Context: an optimization exercise on an open-source flow, tuned for small area, a short achievable clock period and few clock cycles per item. The choices shown serve that exercise and are no tape-out recipe.
At most, simulation tests tie the RTL to the original design; equivalence was not proved.

==> inputs of umber <==
==> flow/design.v (excerpt) <==
module arr_multiplier_pipe #(
  parameter int INPUT_BIT_SIZE = 32,
  parameter int STAGES         = 4
) (
  input  logic                          Clk,
  input  logic                          Reset,
  input  logic                          InValid,
  output logic                          InReady,
  input  logic [INPUT_BIT_SIZE-1:0]     InA,
  input  logic [INPUT_BIT_SIZE-1:0]     InB,
  input  logic                          Signed,
  output logic                          OutValid,
  input  logic                          OutReady,
  output logic [2*INPUT_BIT_SIZE-1:0]   Out
);
Settings: LEC_CHECK=0, ABC_AREA=1, CAP_MARGIN=20, CORE_MARGIN=2, CORE_UTILIZATION=40, SLEW_MARGIN=20, SYNTH_HIERARCHICAL=1, SYNTH_MINIMUM_KEEP_SIZE=0; clock period 24.0 ns.
standard.sh (not shown) runs the stock make flow with config.mk's settings and CLKGATE_MAP_FILE= SYNTH_SCRIPT=/design/flow/synth_recipe.tcl, a recipe that flattens the netlist after the stock synthesis.
==> flow/flow/run.sh <==
#!/bin/bash
# The standard layout, with two changes to how it is made:
#  - the input and output ports get sky130_fd_sc_hd__buf_2 buffers instead of the
#    buffer the resizer picks on its own (a slow delay cell);
#  - the resizer's timing repair aims for SETUP_SLACK_MARGIN ns of setup slack, so it
#    works on the paths that set the achieved period, not only on violations.
# The clock period, SDC and every other setting are the standard flow's.
set -euo pipefail
export SETUP_SLACK_MARGIN=${SETUP_SLACK_MARGIN_OVERRIDE:-18.0}
export BUFFER_PORTS_ARGS="-buffer_cell sky130_fd_sc_hd__buf_2"
bash standard.sh > standard.log 2>&1
==> lagoon: changes against umber <==
CORE_UTILIZATION = 65   (was 40)
PLACE_DENSITY = 0.75   (was not set)
==> tundra: changes against umber <==
--- a/flow/design.v
+++ b/flow/design.v
@@ -43,34 +43,36 @@
   input  logic                          Signed,
   output logic                          OutValid,
   input  logic                          OutReady,
   output logic [2*INPUT_BIT_SIZE-1:0]   Out
 );
-  logic        en, o_en, i_rdy;
-  logic        r_vl, o_vl, q_vl;
-  logic [31:0] a, b;
+  logic        en, o_en, q_vl, q_vl2;
+  logic [63:0] q_q;
+  logic        r_vl, o_vl;
+  logic        m_vl;
+  logic [31:0] a;
+  logic [31:0] b;
   logic        s;
-  logic [63:0] prod, o_q, q_q;
-  logic m_vl;
+  logic [63:0] prod, o_q;
   assign en      = !q_vl;
   assign o_en    = !o_vl || OutReady;
-  assign InReady = i_rdy;
+  assign InReady = !q_vl2;
   always_ff @(posedge Clk or negedge Reset) begin
     if (!Reset) begin
       r_vl <= 1'b0;
-      m_vl <= 1'b0;
       o_vl <= 1'b0;
+      m_vl <= 1'b0;
       q_vl <= 1'b0;
-      i_rdy <= 1'b1;
+      q_vl2 <= 1'b0;
     end else begin
       if (en) begin
         r_vl <= InValid;
         m_vl <= r_vl;
       end
       if (o_en) o_vl <= q_vl || m_vl;
-      q_vl <= !o_en && (q_vl || m_vl);
-      i_rdy <= o_en || !(q_vl || m_vl);
+      q_vl  <= !o_en && (q_vl || m_vl);
+      q_vl2 <= (o_vl && !OutReady && q_vl) || (o_vl && !OutReady && m_vl);
     end
   end
   always_ff @(posedge Clk) begin
     if (en) begin
       a <= InA;
CTS_CLUSTER_DIAMETER = 100   (was not set)
CTS_CLUSTER_SIZE = 25   (was not set)
==> flow_metrics.tcl <==
set metrics [dict create \
    seq_area_frac_synth_pct 27.92 \
    syn_area_per_cell_um2 11.04 \
    r2r_slack_ns 18.09 \
    synth-xor-area-share_pct 14.60 \
    grt_max_degree 79 \
    tightest_slew_ns 1.055 \
    synthesis.area_um2 32580 \
    fin_area_um2 35640 \
    antenna_found_initial 0 \
    core_area_um2 80550 \
    num_vias 23760 \
    nonClkBufAreaFrac_pct 3.827 \
    firstDrtPassIters 5 \
    fill_cells 7508 \
    crit_start "i_rdy" \
    status "finished clean" \
    critPathArrivalTime_ns 1.21 \
    wl_per_cell_um 25.07 \
]
(the above is from umber)
==> flow_metrics.tcl <==
set metrics [dict create \
    status "finished clean" \
    num_vias 24450 \
    nonClkBufAreaFrac_pct 3.800 \
    core_area_um2 49860 \
    tightest_slew_ns 1.015 \
    syn_area_per_cell_um2 11.04 \
    fill_cells 3657 \
    grt_max_degree 81 \
    wl_per_cell_um 27.33 \
    firstDrtPassIters 8 \
    r2r_slack_ns 18.03 \
    antenna_found_initial 3 \
    seq_area_frac_synth_pct 27.92 \
    synthesis.area_um2 32580 \
]
(the above is from lagoon)
==> flow_metrics.tcl <==
set metrics [dict create \
    status "finished clean" \
    syn_area_per_cell_um2 11.04 \
    antenna_found_initial 1 \
    crit_start "o_q[61]" \
    synth-xor-area-share_pct 14.60 \
    firstDrtPassIters 5 \
    seq_area_frac_synth_pct 27.91 \
    critPathArrivalTime_ns 1.20 \
    fill_cells 7594 \
    fin_area_um2 35040 \
    tightest_slew_ns 1.026 \
    nonClkBufAreaFrac_pct 4.002 \
    core_area_um2 80550 \
    num_vias 23210 \
    r2r_slack_ns 18.15 \
    synthesis.area_um2 32580 \
    grt_max_degree 85 \
]
(the above is from tundra)
Testbench counts of umber, summed over its fixed seeds: cycles 12,024, items 12,000.
Testbench counts of lagoon, summed over its fixed seeds: cycles 12,024, items 12,000.
Testbench counts of tundra, summed over its fixed seeds: cycles 12,024, items 12,000.

---

==> job 4437 <==
arr_multiplier_pipe, a different RTL version from the one above (not shown whole).
clock: 24.0 ns
lec_check: 0
abc_area: 1
cap_margin: 20
core_margin: 2
core_utilization: 50
cts_cluster_diameter: 100
cts_cluster_size: 25
place_density: 0.65
slew_margin: 20
synth_hierarchical: 1
synth_minimum_keep_size: 0
==> flow/flow/run.sh <==
#!/bin/bash
# The standard layout (standard.sh), with three changes to how it is made:
#  - the input and output ports get sky130_fd_sc_hd__buf_2 buffers instead of the
#    buffer the resizer picks on its own (a slow delay cell);
#  - the resizer's timing repair aims for SETUP_SLACK_MARGIN ns of setup slack, so it
#    works on the paths that set the achieved period, not only on violations;
#  - clock tree synthesis adds no dummy loads (same clustering as config.mk).
# The clock period, SDC and every other setting are the standard flow's. The make output goes to
# standard.log; each ORFS step keeps its own log under orfs/logs/.
set -euo pipefail
export SETUP_SLACK_MARGIN=18.15
export BUFFER_PORTS_ARGS="-buffer_cell sky130_fd_sc_hd__buf_2"
export CTS_ARGS="-sink_clustering_enable -repair_clock_nets -dont_use_dummy_load -sink_clustering_size 25 -sink_clustering_max_diameter 100"
bash standard.sh > standard.log 2>&1
==> job 8110: changes against job 4437 <==
--- a/flow/design.v
+++ b/flow/design.v
@@ -25,25 +25,16 @@
   input  logic i_a,
   input  logic i_b,
   output logic o_s,
   output logic o_c
 );
   assign o_s = i_a ^ i_b;
   assign o_c = i_a & i_b;
 endmodule
-module arr_mult_hold (
-  input  logic i_en,
-  input  logic i_enb,
-  input  logic i_d,
-  input  logic i_q,
-  output logic o_d
-);
-  assign o_d = (i_en & i_d) | (i_enb & i_q);
-endmodule
 module arr_multiplier_pipe #(
   parameter int INPUT_BIT_SIZE = 32,
   parameter int STAGES         = 4
 ) (
   input  logic                          Clk,
   input  logic                          Reset,
   input  logic                          InValid,
   output logic                          InReady,
@@ -52,63 +43,52 @@
   input  logic                          Signed,
   output logic                          OutValid,
   input  logic                          OutReady,
   output logic [2*INPUT_BIT_SIZE-1:0]   Out
 );
   logic        en, o_en, q_vl, q_vl2;
   logic [63:0] q_q;
   logic        r_vl, o_vl;
-  logic        o_vl2;   
   logic        m_vl;
   logic [31:0] a;
   logic [31:0] b;
   logic        s;
   logic [63:0] prod, o_q;
   assign en      = !q_vl;
   assign o_en    = !o_vl || OutReady;
   assign InReady = !q_vl2;
-  logic [63:0] o_nxt;
-  logic [63:0] o_new;
-  logic        o_enb;
-  assign o_new = q_vl ? q_q : prod;
-  assign o_enb = o_vl && !OutReady;
-  for (genvar i = 0; i < 64; i++) begin : g_ohold
-    arr_mult_hold u_ohold (.i_en(o_en), .i_enb(o_enb), .i_d(o_new[i]), .i_q(o_q[i]), .o_d(o_nxt[i]));
-  end
   always_ff @(posedge Clk or negedge Reset) begin
     if (!Reset) begin
       r_vl <= 1'b0;
       o_vl <= 1'b0;
-      o_vl2 <= 1'b0;
       m_vl <= 1'b0;
       q_vl <= 1'b0;
       q_vl2 <= 1'b0;
     end else begin
       if (en) begin
         r_vl <= InValid;
         m_vl <= r_vl;
       end
       if (o_en) o_vl <= q_vl || m_vl;
-      o_vl2 <= q_vl || m_vl || (o_vl && !OutReady);
       q_vl  <= !o_en && (q_vl || m_vl);
       q_vl2 <= (o_vl && !OutReady && q_vl) || (o_vl && !OutReady && m_vl);
     end
   end
   always_ff @(posedge Clk) begin
     if (en) begin
       a <= InA;
       b <= InB;
       s <= Signed;
     end
     if (!q_vl) q_q <= prod;
-    o_q <= o_nxt;
+    if (o_en) o_q <= q_vl ? q_q : prod;
   end
   assign Out      = o_q;
-  assign OutValid = o_vl2;
+  assign OutValid = o_vl;
   logic [32:0] a33;
   logic [33:0] b34;
   logic [15:0] bone, btwo, bneg;
   logic        b16;
   assign a33 = {s & a[31], a};
   assign b34 = {s & b[31], b, 1'b0};
   for (genvar i = 0; i < 16; i++) begin : g_enc
     assign bone[i] = b34[2*i+1] ^ b34[2*i];
==> flow/flow/run.sh (replaced) <==
#!/bin/bash
# The standard layout (standard.sh), with three changes to how it is made:
#  - the input and output ports get sky130_fd_sc_hd__buf_1 buffers instead of the
#    buffer the resizer picks on its own (a slow delay cell);
#  - the resizer's timing repair aims for SETUP_SLACK_MARGIN ns of setup slack, so it
#    works on the paths that set the achieved period, not only on violations;
#  - clock tree synthesis adds no dummy loads (same clustering as config.mk).
# The clock period, SDC and every other setting are the standard flow's. The make output goes to
# standard.log; each ORFS step keeps its own log under orfs/logs/.
set -euo pipefail
export SETUP_SLACK_MARGIN=18.0
export BUFFER_PORTS_ARGS="-buffer_cell sky130_fd_sc_hd__buf_1"
export CTS_ARGS="-sink_clustering_enable -repair_clock_nets -dont_use_dummy_load -sink_clustering_size 25 -sink_clustering_max_diameter 100"
bash standard.sh > standard.log 2>&1
CORE_UTILIZATION = 40   (was 50)
PLACE_DENSITY = not set   (was 0.65)
==> comparison table <==
quantity	job 8110	job 4437
Total Wirelength	109000 um	104000 um
Core Area	75900 um^2	61400 um^2
Routed wire length on met2	46900 um	45100 um
Maximum achievable frequency	166 MHz	170 MHz
Average cell area after synthesis	10.9 um^2	10.2 um^2
Tot GR Track Use	27.5%	32.6%
Result of the run	timing/DRC/antenna clean	timing/DRC/antenna clean
FF-to-FF path depth	14	11
Share of the final layout cell area in sequential cells	24.0%	22.1%
Antenna violations before repair	3	0
Final Hold Slack	0.454 ns	0.433 ns
Setup WS post-layout	17.97 ns	18.11 ns
Gp weighted congestion	0.968	0.956
Slowest cell on the critical path	edfxtp_1	dfrtp_1
Layout cells sized above 1	6.03%	12.7%
Area growth, synth to finish	7.66%	9.14%
Testbench counts of job 8110, summed over its fixed seeds: cycles 12,024, items 12,000.
For job 4437, only the layout was checked, not whether the RTL still works.

---

==> try-juniper <==
arr_multiplier_pipe, a different RTL version from the one above (not shown whole).
// arr_multiplier_pipe
module arr_multiplier_pipe #(
  parameter int INPUT_BIT_SIZE = 32,
  parameter int STAGES         = 4
) (
  input  logic                          Clk,
  input  logic                          Reset,
  input  logic                          InValid,
  output logic                          InReady,
  input  logic [INPUT_BIT_SIZE-1:0]     InA,
  input  logic [INPUT_BIT_SIZE-1:0]     InB,
  input  logic                          Signed,
  output logic                          OutValid,
  input  logic                          OutReady,
  output logic [2*INPUT_BIT_SIZE-1:0]   Out
);
export LEC_CHECK = 0
export ABC_AREA = 1
export CAP_MARGIN = 20
export CORE_MARGIN = 2
export CORE_UTILIZATION = 40
export CTS_CLUSTER_DIAMETER = 100
export CTS_CLUSTER_SIZE = 25
export SLEW_MARGIN = 20
export SYNTH_HIERARCHICAL = 1
export SYNTH_MINIMUM_KEEP_SIZE = 0
create_clock -name core_clock -period 24.0 [get_ports {Clk}]
==> flow/flow/run.sh <==
#!/bin/bash
# The standard layout, with two changes to how it is made:
#  - the input and output ports get sky130_fd_sc_hd__buf_2 buffers instead of the
#    buffer the resizer picks on its own (a slow delay cell);
#  - the resizer's timing repair aims for SETUP_SLACK_MARGIN ns of setup slack, so it
#    works on the paths that set the achieved period, not only on violations.
# The clock period, SDC and every other setting are the standard flow's.
set -euo pipefail
export SETUP_SLACK_MARGIN=${SETUP_SLACK_MARGIN_OVERRIDE:-18.0}
export BUFFER_PORTS_ARGS="-buffer_cell sky130_fd_sc_hd__buf_2"
bash standard.sh > standard.log 2>&1
==> try-raven: changes against try-juniper <==
--- a/flow/design.v
+++ b/flow/design.v
@@ -28,18 +28,10 @@
   output logic o_c
 );
   assign o_s = i_a ^ i_b;
   assign o_c = i_a & i_b;
 endmodule
-module arr_mult_hold (
-  input  logic i_en,
-  input  logic i_d,
-  input  logic i_q,
-  output logic o_d
-);
-  assign o_d = i_en ? i_d : i_q;
-endmodule
 module arr_multiplier_pipe #(
   parameter int INPUT_BIT_SIZE = 32,
   parameter int STAGES         = 4
 ) (
   input  logic                          Clk,
@@ -62,16 +54,10 @@
   logic        s;
   logic [63:0] prod, o_q;
   assign en      = !q_vl;
   assign o_en    = !o_vl || OutReady;
   assign InReady = !q_vl2;
-  logic [63:0] o_nxt;
-  logic [63:0] o_new;
-  assign o_new = q_vl ? q_q : prod;
-  for (genvar i = 0; i < 64; i++) begin : g_ohold
-    arr_mult_hold u_ohold (.i_en(o_en), .i_d(o_new[i]), .i_q(o_q[i]), .o_d(o_nxt[i]));
-  end
   always_ff @(posedge Clk or negedge Reset) begin
     if (!Reset) begin
       r_vl <= 1'b0;
       o_vl <= 1'b0;
       m_vl <= 1'b0;
@@ -92,11 +78,11 @@
       a <= InA;
       b <= InB;
       s <= Signed;
     end
     if (!q_vl) q_q <= prod;
-    o_q <= o_nxt;
+    if (o_en) o_q <= q_vl ? q_q : prod;
   end
   assign Out      = o_q;
   assign OutValid = o_vl;
   logic [32:0] a33;
   logic [33:0] b34;
@@ -2331,16 +2317,16 @@
   arr_mult_fa u_s29 (.i_a(c20), .i_b(s25), .i_c(s27), .o_s(s29), .o_c(c30));
   arr_mult_fa u_s31 (.i_a(c22), .i_b(s29), .i_c(c24), .o_s(s31), .o_c(c32));
   arr_mult_fa u_s33 (.i_a(pp0_9), .i_b(pp1_7), .i_c(pp2_5), .o_s(s33), .o_c(c34));
   arr_mult_fa u_s35 (.i_a(pp3_3), .i_b(pp4_1), .i_c(c26), .o_s(s35), .o_c(c36));
   arr_mult_fa u_s37 (.i_a(c28), .i_b(s33), .i_c(c30), .o_s(s37), .o_c(c38));
-  arr_mult_ha u_s39 (.i_a(s35), .i_b(s37), .o_s(s39), .o_c(c40));
+  arr_mult_fa u_s39 (.i_a(s35), .i_b(s37), .i_c(c32), .o_s(s39), .o_c(c40));
   arr_mult_fa u_s41 (.i_a(bneg[5]), .i_b(pp0_10), .i_c(pp1_8), .o_s(s41), .o_c(c42));
   arr_mult_fa u_s43 (.i_a(pp2_6), .i_b(pp3_4), .i_c(pp4_2), .o_s(s43), .o_c(c44));
   arr_mult_fa u_s45 (.i_a(pp5_0), .i_b(c34), .i_c(s41), .o_s(s45), .o_c(c46));
   arr_mult_fa u_s47 (.i_a(s43), .i_b(c36), .i_c(s45), .o_s(s47), .o_c(c48));
-  arr_mult_fa u_s49 (.i_a(c38), .i_b(s47), .i_c(c40), .o_s(s49), .o_c(c50));
+  arr_mult_ha u_s49 (.i_a(c38), .i_b(s47), .o_s(s49), .o_c(c50));
   arr_mult_fa u_s51 (.i_a(pp0_11), .i_b(pp1_9), .i_c(pp2_7), .o_s(s51), .o_c(c52));
   arr_mult_fa u_s53 (.i_a(pp3_5), .i_b(pp4_3), .i_c(pp5_1), .o_s(s53), .o_c(c54));
   arr_mult_fa u_s55 (.i_a(c42), .i_b(c44), .i_c(s51), .o_s(s55), .o_c(c56));
   arr_mult_fa u_s57 (.i_a(s53), .i_b(c46), .i_c(s55), .o_s(s57), .o_c(c58));
   arr_mult_fa u_s59 (.i_a(c48), .i_b(s57), .i_c(c50), .o_s(s59), .o_c(c60));
@@ -2353,11 +2339,11 @@
   arr_mult_fa u_s73 (.i_a(pp0_13), .i_b(pp1_11), .i_c(pp2_9), .o_s(s73), .o_c(c74));
   arr_mult_fa u_s75 (.i_a(pp3_7), .i_b(pp4_5), .i_c(pp5_3), .o_s(s75), .o_c(c76));
   arr_mult_fa u_s77 (.i_a(pp6_1), .i_b(c62), .i_c(c64), .o_s(s77), .o_c(c78));
   arr_mult_fa u_s79 (.i_a(s73), .i_b(s75), .i_c(c66), .o_s(s79), .o_c(c80));
   arr_mult_fa u_s81 (.i_a(c68), .i_b(s77), .i_c(s79), .o_s(s81), .o_c(c82));
-  arr_mult_ha u_s83 (.i_a(c70), .i_b(s81), .o_s(s83), .o_c(c84));
+  arr_mult_fa u_s83 (.i_a(c70), .i_b(s81), .i_c(c72), .o_s(s83), .o_c(c84));
   arr_mult_fa u_s85 (.i_a(bneg[7]), .i_b(pp0_14), .i_c(pp1_12), .o_s(s85), .o_c(c86));
   arr_mult_fa u_s87 (.i_a(pp2_10), .i_b(pp3_8), .i_c(pp4_6), .o_s(s87), .o_c(c88));
   arr_mult_fa u_s89 (.i_a(pp5_4), .i_b(pp6_2), .i_c(pp7_0), .o_s(s89), .o_c(c90));
   arr_mult_fa u_s91 (.i_a(c74), .i_b(c76), .i_c(s85), .o_s(s91), .o_c(c92));
   arr_mult_fa u_s93 (.i_a(s87), .i_b(s89), .i_c(c78), .o_s(s93), .o_c(c94));
@@ -2367,19 +2353,19 @@
   arr_mult_fa u_s101 (.i_a(pp3_9), .i_b(pp4_7), .i_c(pp5_5), .o_s(s101), .o_c(c102));
   arr_mult_fa u_s103 (.i_a(pp6_3), .i_b(pp7_1), .i_c(c86), .o_s(s103), .o_c(c104));
   arr_mult_fa u_s105 (.i_a(c88), .i_b(c90), .i_c(s99), .o_s(s105), .o_c(c106));
   arr_mult_fa u_s107 (.i_a(s101), .i_b(c92), .i_c(s103), .o_s(s107), .o_c(c108));
   arr_mult_fa u_s109 (.i_a(s105), .i_b(c94), .i_c(s107), .o_s(s109), .o_c(c110));
-  arr_mult_fa u_s111 (.i_a(c96), .i_b(s109), .i_c(c98), .o_s(s111), .o_c(c112));
+  arr_mult_ha u_s111 (.i_a(c96), .i_b(s109), .o_s(s111), .o_c(c112));
   arr_mult_fa u_s113 (.i_a(bneg[8]), .i_b(pp0_16), .i_c(pp1_14), .o_s(s113), .o_c(c114));
   arr_mult_fa u_s115 (.i_a(pp2_12), .i_b(pp3_10), .i_c(pp4_8), .o_s(s115), .o_c(c116));
   arr_mult_fa u_s117 (.i_a(pp5_6), .i_b(pp6_4), .i_c(pp7_2), .o_s(s117), .o_c(c118));
   arr_mult_fa u_s119 (.i_a(pp8_0), .i_b(c100), .i_c(c102), .o_s(s119), .o_c(c120));
   arr_mult_fa u_s121 (.i_a(s113), .i_b(s115), .i_c(s117), .o_s(s121), .o_c(c122));
   arr_mult_fa u_s123 (.i_a(c104), .i_b(c106), .i_c(s119), .o_s(s123), .o_c(c124));
   arr_mult_fa u_s125 (.i_a(s121), .i_b(c108), .i_c(s123), .o_s(s125), .o_c(c126));
-  arr_mult_ha u_s127 (.i_a(c110), .i_b(s125), .o_s(s127), .o_c(c128));
+  arr_mult_fa u_s127 (.i_a(c110), .i_b(s125), .i_c(c112), .o_s(s127), .o_c(c128));
   arr_mult_fa u_s129 (.i_a(pp0_17), .i_b(pp1_15), .i_c(pp2_13), .o_s(s129), .o_c(c130));
   arr_mult_fa u_s131 (.i_a(pp3_11), .i_b(pp4_9), .i_c(pp5_7), .o_s(s131), .o_c(c132));
   arr_mult_fa u_s133 (.i_a(pp6_5), .i_b(pp7_3), .i_c(pp8_1), .o_s(s133), .o_c(c134));
   arr_mult_fa u_s135 (.i_a(c114), .i_b(c116), .i_c(c118), .o_s(s135), .o_c(c136));
   arr_mult_fa u_s137 (.i_a(s129), .i_b(s131), .i_c(s133), .o_s(s137), .o_c(c138));
@@ -2421,33 +2407,33 @@
   arr_mult_fa u_s209 (.i_a(c184), .i_b(c186), .i_c(c188), .o_s(s209), .o_c(c210));
   arr_mult_fa u_s211 (.i_a(s201), .i_b(s203), .i_c(s205), .o_s(s211), .o_c(c212));
   arr_mult_fa u_s213 (.i_a(c190), .i_b(c192), .i_c(s207), .o_s(s213), .o_c(c214));
   arr_mult_fa u_s215 (.i_a(s209), .i_b(s211), .i_c(c194), .o_s(s215), .o_c(c216));
   arr_mult_fa u_s217 (.i_a(s213), .i_b(c196), .i_c(s215), .o_s(s217), .o_c(c218));
-  arr_mult_ha u_s219 (.i_a(c198), .i_b(s217), .o_s(s219), .o_c(c220));
+  arr_mult_fa u_s219 (.i_a(c198), .i_b(s217), .i_c(c200), .o_s(s219), .o_c(c220));
   arr_mult_fa u_s221 (.i_a(bneg[11]), .i_b(pp0_22), .i_c(pp1_20), .o_s(s221), .o_c(c222));
   arr_mult_fa u_s223 (.i_a(pp2_18), .i_b(pp3_16), .i_c(pp4_14), .o_s(s223), .o_c(c224));
   arr_mult_fa u_s225 (.i_a(pp5_12), .i_b(pp6_10), .i_c(pp7_8), .o_s(s225), .o_c(c226));
   arr_mult_fa u_s227 (.i_a(pp8_6), .i_b(pp9_4), .i_c(pp10_2), .o_s(s227), .o_c(c228));
   arr_mult_fa u_s229 (.i_a(pp11_0), .i_b(c202), .i_c(c204), .o_s(s229), .o_c(c230));
   arr_mult_fa u_s231 (.i_a(c206), .i_b(s221), .i_c(s223), .o_s(s231), .o_c(c232));
   arr_mult_fa u_s233 (.i_a(s225), .i_b(s227), .i_c(c208), .o_s(s233), .o_c(c234));
   arr_mult_fa u_s235 (.i_a(c210), .i_b(c212), .i_c(s229), .o_s(s235), .o_c(c236));
   arr_mult_fa u_s237 (.i_a(s231), .i_b(c214), .i_c(s233), .o_s(s237), .o_c(c238));
   arr_mult_fa u_s239 (.i_a(s235), .i_b(c216), .i_c(s237), .o_s(s239), .o_c(c240));
-  arr_mult_fa u_s241 (.i_a(c218), .i_b(s239), .i_c(c220), .o_s(s241), .o_c(c242));
+  arr_mult_ha u_s241 (.i_a(c218), .i_b(s239), .o_s(s241), .o_c(c242));
   arr_mult_fa u_s243 (.i_a(pp0_23), .i_b(pp1_21), .i_c(pp2_19), .o_s(s243), .o_c(c244));
   arr_mult_fa u_s245 (.i_a(pp3_17), .i_b(pp4_15), .i_c(pp5_13), .o_s(s245), .o_c(c246));
   arr_mult_fa u_s247 (.i_a(pp6_11), .i_b(pp7_9), .i_c(pp8_7), .o_s(s247), .o_c(c248));
   arr_mult_fa u_s249 (.i_a(pp9_5), .i_b(pp10_3), .i_c(pp11_1), .o_s(s249), .o_c(c250));
   arr_mult_fa u_s251 (.i_a(c222), .i_b(c224), .i_c(c226), .o_s(s251), .o_c(c252));
   arr_mult_fa u_s253 (.i_a(c228), .i_b(s243), .i_c(s245), .o_s(s253), .o_c(c254));
   arr_mult_fa u_s255 (.i_a(s247), .i_b(s249), .i_c(c230), .o_s(s255), .o_c(c256));
   arr_mult_fa u_s257 (.i_a(c232), .i_b(s251), .i_c(s253), .o_s(s257), .o_c(c258));
   arr_mult_fa u_s259 (.i_a(c234), .i_b(c236), .i_c(s255), .o_s(s259), .o_c(c260));
   arr_mult_fa u_s261 (.i_a(s257), .i_b(c238), .i_c(s259), .o_s(s261), .o_c(c262));
-  arr_mult_ha u_s263 (.i_a(c240), .i_b(s261), .o_s(s263), .o_c(c264));
+  arr_mult_fa u_s263 (.i_a(c240), .i_b(s261), .i_c(c242), .o_s(s263), .o_c(c264));
   arr_mult_fa u_s265 (.i_a(bneg[12]), .i_b(pp0_24), .i_c(pp1_22), .o_s(s265), .o_c(c266));
   arr_mult_fa u_s267 (.i_a(pp2_20), .i_b(pp3_18), .i_c(pp4_16), .o_s(s267), .o_c(c268));
   arr_mult_fa u_s269 (.i_a(pp5_14), .i_b(pp6_12), .i_c(pp7_10), .o_s(s269), .o_c(c270));
   arr_mult_fa u_s271 (.i_a(pp8_8), .i_b(pp9_6), .i_c(pp10_4), .o_s(s271), .o_c(c272));
   arr_mult_fa u_s273 (.i_a(pp11_2), .i_b(pp12_0), .i_c(c244), .o_s(s273), .o_c(c274));
@@ -2536,11 +2522,11 @@
   arr_mult_fa u_s439 (.i_a(c404), .i_b(c406), .i_c(c408), .o_s(s439), .o_c(c440));
   arr_mult_fa u_s441 (.i_a(s431), .i_b(s433), .i_c(s435), .o_s(s441), .o_c(c442));
   arr_mult_fa u_s443 (.i_a(s437), .i_b(c410), .i_c(c412), .o_s(s443), .o_c(c444));
   arr_mult_fa u_s445 (.i_a(s439), .i_b(s441), .i_c(c414), .o_s(s445), .o_c(c446));
   arr_mult_fa u_s447 (.i_a(s443), .i_b(c416), .i_c(s445), .o_s(s447), .o_c(c448));
-  arr_mult_ha u_s449 (.i_a(c418), .i_b(s447), .o_s(s449), .o_c(c450));
+  arr_mult_fa u_s449 (.i_a(c418), .i_b(s447), .i_c(c420), .o_s(s449), .o_c(c450));
   arr_mult_fa u_s451 (.i_a(pp0_31), .i_b(pp1_29), .i_c(pp2_27), .o_s(s451), .o_c(c452));
   arr_mult_fa u_s453 (.i_a(pp3_25), .i_b(pp4_23), .i_c(pp5_21), .o_s(s453), .o_c(c454));
   arr_mult_fa u_s455 (.i_a(pp6_19), .i_b(pp7_17), .i_c(pp8_15), .o_s(s455), .o_c(c456));
   arr_mult_fa u_s457 (.i_a(pp9_13), .i_b(pp10_11), .i_c(pp11_9), .o_s(s457), .o_c(c458));
   arr_mult_fa u_s459 (.i_a(pp12_7), .i_b(pp13_5), .i_c(pp14_3), .o_s(s459), .o_c(c460));
@@ -2600,11 +2586,11 @@
   arr_mult_fa u_s563 (.i_a(c528), .i_b(s553), .i_c(s555), .o_s(s563), .o_c(c564));
   arr_mult_fa u_s565 (.i_a(s557), .i_b(s559), .i_c(c530), .o_s(s565), .o_c(c566));
   arr_mult_fa u_s567 (.i_a(c532), .i_b(c534), .i_c(s561), .o_s(s567), .o_c(c568));
   arr_mult_fa u_s569 (.i_a(s563), .i_b(s565), .i_c(c536), .o_s(s569), .o_c(c570));
   arr_mult_fa u_s571 (.i_a(s567), .i_b(c538), .i_c(s569), .o_s(s571), .o_c(c572));
-  arr_mult_ha u_s573 (.i_a(c540), .i_b(s571), .o_s(s573), .o_c(c574));
+  arr_mult_fa u_s573 (.i_a(c540), .i_b(s571), .i_c(c542), .o_s(s573), .o_c(c574));
   arr_mult_fa u_s575 (.i_a(pp16_3), .i_b(pp1_33), .i_c(pp2_31), .o_s(s575), .o_c(c576));
   arr_mult_fa u_s577 (.i_a(pp3_29), .i_b(pp4_27), .i_c(pp5_25), .o_s(s577), .o_c(c578));
   arr_mult_fa u_s579 (.i_a(pp6_23), .i_b(pp7_21), .i_c(pp8_19), .o_s(s579), .o_c(c580));
   arr_mult_fa u_s581 (.i_a(pp9_17), .i_b(pp10_15), .i_c(pp11_13), .o_s(s581), .o_c(c582));
   arr_mult_fa u_s583 (.i_a(pp12_11), .i_b(pp13_9), .i_c(pp14_7), .o_s(s583), .o_c(c584));
@@ -2865,49 +2851,45 @@
   logic m_x5;
   logic m_x6;
   logic m_x7;
   logic m_x8;
   logic m_x9;
-  logic m_y9;
   logic m_x10;
+  logic m_y10;
   logic m_x11;
   logic m_x12;
   logic m_x13;
-  logic m_y13;
   logic m_x14;
   logic m_x15;
+  logic m_y15;
   logic m_x16;
-  logic m_y16;
   logic m_x17;
   logic m_x18;
   logic m_x19;
   logic m_y19;
   logic m_x20;
   logic m_x21;
-  logic m_y21;
   logic m_x22;
+  logic m_y22;
   logic m_x23;
-  logic m_y23;
   logic m_x24;
   logic m_x25;
   logic m_y25;
   logic m_x26;
   logic m_x27;
   logic m_y27;
   logic m_x28;
   logic m_x29;
   logic m_y29;
   logic m_x30;
-  logic m_y30;
   logic m_x31;
   logic m_y31;
   logic m_x32;
   logic m_y32;
   logic m_x33;
   logic m_y33;
   logic m_x34;
-  logic m_y34;
   logic m_x35;
   logic m_y35;
   logic m_x36;
   logic m_y36;
   logic m_x37;
@@ -2964,50 +2946,46 @@
       m_x4 <= s7;
       m_x5 <= s11;
       m_x6 <= s17;
       m_x7 <= s23;
       m_x8 <= s31;
-      m_x9 <= c32;
-      m_y9 <= s39;
-      m_x10 <= s49;
+      m_x9 <= s39;
+      m_x10 <= c40;
+      m_y10 <= s49;
       m_x11 <= s59;
       m_x12 <= s71;
-      m_x13 <= c72;
-      m_y13 <= s83;
+      m_x13 <= s83;
       m_x14 <= s97;
-      m_x15 <= s111;
-      m_x16 <= c112;
-      m_y16 <= s127;
+      m_x15 <= c98;
+      m_y15 <= s111;
+      m_x16 <= s127;
       m_x17 <= s143;
       m_x18 <= s161;
       m_x19 <= c162;
       m_y19 <= s179;
       m_x20 <= s199;
-      m_x21 <= c200;
-      m_y21 <= s219;
-      m_x22 <= s241;
-      m_x23 <= c242;
-      m_y23 <= s263;
+      m_x21 <= s219;
+      m_x22 <= c220;
+      m_y22 <= s241;
+      m_x23 <= s263;
       m_x24 <= s287;
       m_x25 <= c288;
       m_y25 <= s311;
       m_x26 <= s337;
       m_x27 <= c338;
       m_y27 <= s363;
       m_x28 <= s391;
       m_x29 <= c392;
       m_y29 <= s419;
-      m_x30 <= c420;
-      m_y30 <= s449;
+      m_x30 <= s449;
       m_x31 <= c450;
       m_y31 <= s479;
       m_x32 <= c480;
       m_y32 <= s509;
       m_x33 <= c510;
       m_y33 <= s541;
-      m_x34 <= c542;
-      m_y34 <= s573;
+      m_x34 <= s573;
       m_x35 <= c574;
       m_y35 <= s603;
       m_x36 <= c604;
       m_y36 <= s633;
       m_x37 <= c634;
@@ -3056,11 +3034,11 @@
       m_y63 <= s1051;
     end
   end
   logic [63:0] sx, sy;
   assign sx = {m_x63, m_x62, m_x61, m_x60, m_x59, m_x58, m_x57, m_x56, m_x55, m_x54, m_x53, m_x52, m_x51, m_x50, m_x49, m_x48, m_x47, m_x46, m_x45, m_x44, m_x43, m_x42, m_x41, m_x40, m_x39, m_x38, m_x37, m_x36, m_x35, m_x34, m_x33, m_x32, m_x31, m_x30, m_x29, m_x28, m_x27, m_x26, m_x25, m_x24, m_x23, m_x22, m_x21, m_x20, m_x19, m_x18, m_x17, m_x16, m_x15, m_x14, m_x13, m_x12, m_x11, m_x10, m_x9, m_x8, m_x7, m_x6, m_x5, m_x4, m_x3, m_x2, m_x1, m_x0};
-  assign sy = {m_y63, 1'b0, m_y61, 1'b0, m_y59, 1'b0, m_y57, 1'b0, m_y55, 1'b0, m_y53, 1'b0, m_y51, 1'b0, m_y49, 1'b0, m_y47, 1'b0, m_y45, 1'b0, m_y43, m_y42, m_y41, m_y40, m_y39, m_y38, m_y37, m_y36, m_y35, m_y34, m_y33, m_y32, m_y31, m_y30, m_y29, 1'b0, m_y27, 1'b0, m_y25, 1'b0, m_y23, 1'b0, m_y21, 1'b0, m_y19, 1'b0, 1'b0, m_y16, 1'b0, 1'b0, m_y13, 1'b0, 1'b0, 1'b0, m_y9, 1'b0, 1'b0, 1'b0, 1'b0, 1'b0, 1'b0, 1'b0, 1'b0, m_y0};
+  assign sy = {m_y63, 1'b0, m_y61, 1'b0, m_y59, 1'b0, m_y57, 1'b0, m_y55, 1'b0, m_y53, 1'b0, m_y51, 1'b0, m_y49, 1'b0, m_y47, 1'b0, m_y45, 1'b0, m_y43, m_y42, m_y41, m_y40, m_y39, m_y38, m_y37, m_y36, m_y35, 1'b0, m_y33, m_y32, m_y31, 1'b0, m_y29, 1'b0, m_y27, 1'b0, m_y25, 1'b0, 1'b0, m_y22, 1'b0, 1'b0, m_y19, 1'b0, 1'b0, 1'b0, m_y15, 1'b0, 1'b0, 1'b0, 1'b0, m_y10, 1'b0, 1'b0, 1'b0, 1'b0, 1'b0, 1'b0, 1'b0, 1'b0, 1'b0, m_y0};
   logic [63:0] pg_g, pg_p, cy;
   assign pg_g = sx & sy;
   assign pg_p = sx ^ sy;
   logic pf_g1;
   assign pf_g1 = pg_g[1] | (pg_p[1] & pg_g[0]);
--- a/flow/flow/run.sh
+++ b/flow/flow/run.sh
@@ -6,6 +6,7 @@
 #    works on the paths that set the achieved period, not only on violations.
 # The clock period, SDC and every other setting are the standard flow's.
 set -euo pipefail
 export SETUP_SLACK_MARGIN=${SETUP_SLACK_MARGIN_OVERRIDE:-18.0}
 export BUFFER_PORTS_ARGS="-buffer_cell sky130_fd_sc_hd__buf_2"
+export CTS_ARGS="-sink_clustering_enable -repair_clock_nets -dont_use_dummy_load -sink_clustering_size 25 -sink_clustering_max_diameter 100"
 bash standard.sh > standard.log 2>&1
==> try-maple: changes against try-juniper <==
--- a/flow/design.v
+++ b/flow/design.v
@@ -28,18 +28,10 @@
   output logic o_c
 );
   assign o_s = i_a ^ i_b;
   assign o_c = i_a & i_b;
 endmodule
-module arr_mult_hold (
-  input  logic i_en,
-  input  logic i_d,
-  input  logic i_q,
-  output logic o_d
-);
-  assign o_d = i_en ? i_d : i_q;
-endmodule
 module arr_multiplier_pipe #(
   parameter int INPUT_BIT_SIZE = 32,
   parameter int STAGES         = 4
 ) (
   input  logic                          Clk,
@@ -62,16 +54,10 @@
   logic        s;
   logic [63:0] prod, o_q;
   assign en      = !q_vl;
   assign o_en    = !o_vl || OutReady;
   assign InReady = !q_vl2;
-  logic [63:0] o_nxt;
-  logic [63:0] o_new;
-  assign o_new = q_vl ? q_q : prod;
-  for (genvar i = 0; i < 64; i++) begin : g_ohold
-    arr_mult_hold u_ohold (.i_en(o_en), .i_d(o_new[i]), .i_q(o_q[i]), .o_d(o_nxt[i]));
-  end
   always_ff @(posedge Clk or negedge Reset) begin
     if (!Reset) begin
       r_vl <= 1'b0;
       o_vl <= 1'b0;
       m_vl <= 1'b0;
@@ -92,11 +78,11 @@
       a <= InA;
       b <= InB;
       s <= Signed;
     end
     if (!q_vl) q_q <= prod;
-    o_q <= o_nxt;
+    if (o_en) o_q <= q_vl ? q_q : prod;
   end
   assign Out      = o_q;
   assign OutValid = o_vl;
   logic [32:0] a33;
   logic [33:0] b34;
CORE_UTILIZATION = 55   (was 40)
PLACE_DENSITY = 0.7   (was not set)
==> qor summary <==
	try-maple	try-juniper	try-raven
Highest-delay cell along the critical path	sky130_fd_sc_hd__o21ai_2	sky130_fd_sc_hd__inv_2	sky130_fd_sc_hd__buf_4
Clk sinks	296	296	292
Capture instance of the worst register-to-register path	m_y35	m_y37	m_x30
Plain + repair buffers	205	213	214
Xor/xnor share of the synthesized area	15.2%	15.1%	15.3%
Worst Tran Pin Value	1.21 ns	1.01 ns	0.989 ns
Complex-gate fraction of the synthesized area	12.5%	12.4%	12.4%
Final-layout clock buffer total	23	24	15
Post-cts gate resize count	1	0	9
Outcome	complete, no violations	complete, no violations	complete, no violations
Uppermost signal routing layer after detailed routing	met4	met5	met4
CORE AREA	56300 sq um	78600 sq um	77200 sq um
Area enclosed by the die boundary	58800 sq um	81300 sq um	80000 sq um
FFs w/ async S/R, synth	1.69%	1.69%	1.71%
Vias post-DR	23900	24200	23400
Storage cell area	8230 sq um	7590 sq um	8110 sq um
Testbench counts of try-maple, summed over its fixed seeds: cycles 12,024, items 12,000.
The RTL of try-juniper and try-raven was laid out without a check of its function.

## port drivers added, routing unchanged
Ports are ideal in the flow. The routed layouts listed here were re-timed in OpenROAD. Step 1 assumes that a clkbuf_16 drives the clock port and a buf_2 every other input. Step 2 times the ports against the registers' clock, not the clock port: input delays grow and output delays shrink by t, the midpoint of the rising clock arrivals with the driver on. Three values: no drivers, after step 1, after step 2; two values: the first two.
| run | t (ns) | setup WS [ns] | clock arrival spread, ns |
|---|---|---|---|
| umber | 0.664 | 17.993 / 17.924 / 17.834 | 0.036 / 0.036 |
| lagoon | 0.626 | 17.953 / 17.894 / 17.844 | 0.020 / 0.020 |
| tundra | 0.655 | 18.004 / 17.939 / 17.877 | 0.040 / 0.040 |
| job 4437 | 0.603 | 18.112 / 18.046 / 17.838 | 0.060 / 0.059 |
| job 8110 | 0.624 | 17.966 / 17.901 / 17.695 | 0.078 / 0.078 |
| try-juniper | 0.613 | 18.050 / 18.010 / 17.680 | 0.050 / 0.050 |
| try-raven | 0.602 | 18.077 / 18.012 / 17.705 | 0.022 / 0.022 |
| try-maple | 0.603 | 18.024 / 18.005 / 17.874 | 0.039 / 0.039 |
After both steps setup and hold are still met in every run listed. The setup slack of try-raven, which loses most, moves by -0.065 ns with the drivers and by -0.372 ns with both steps.
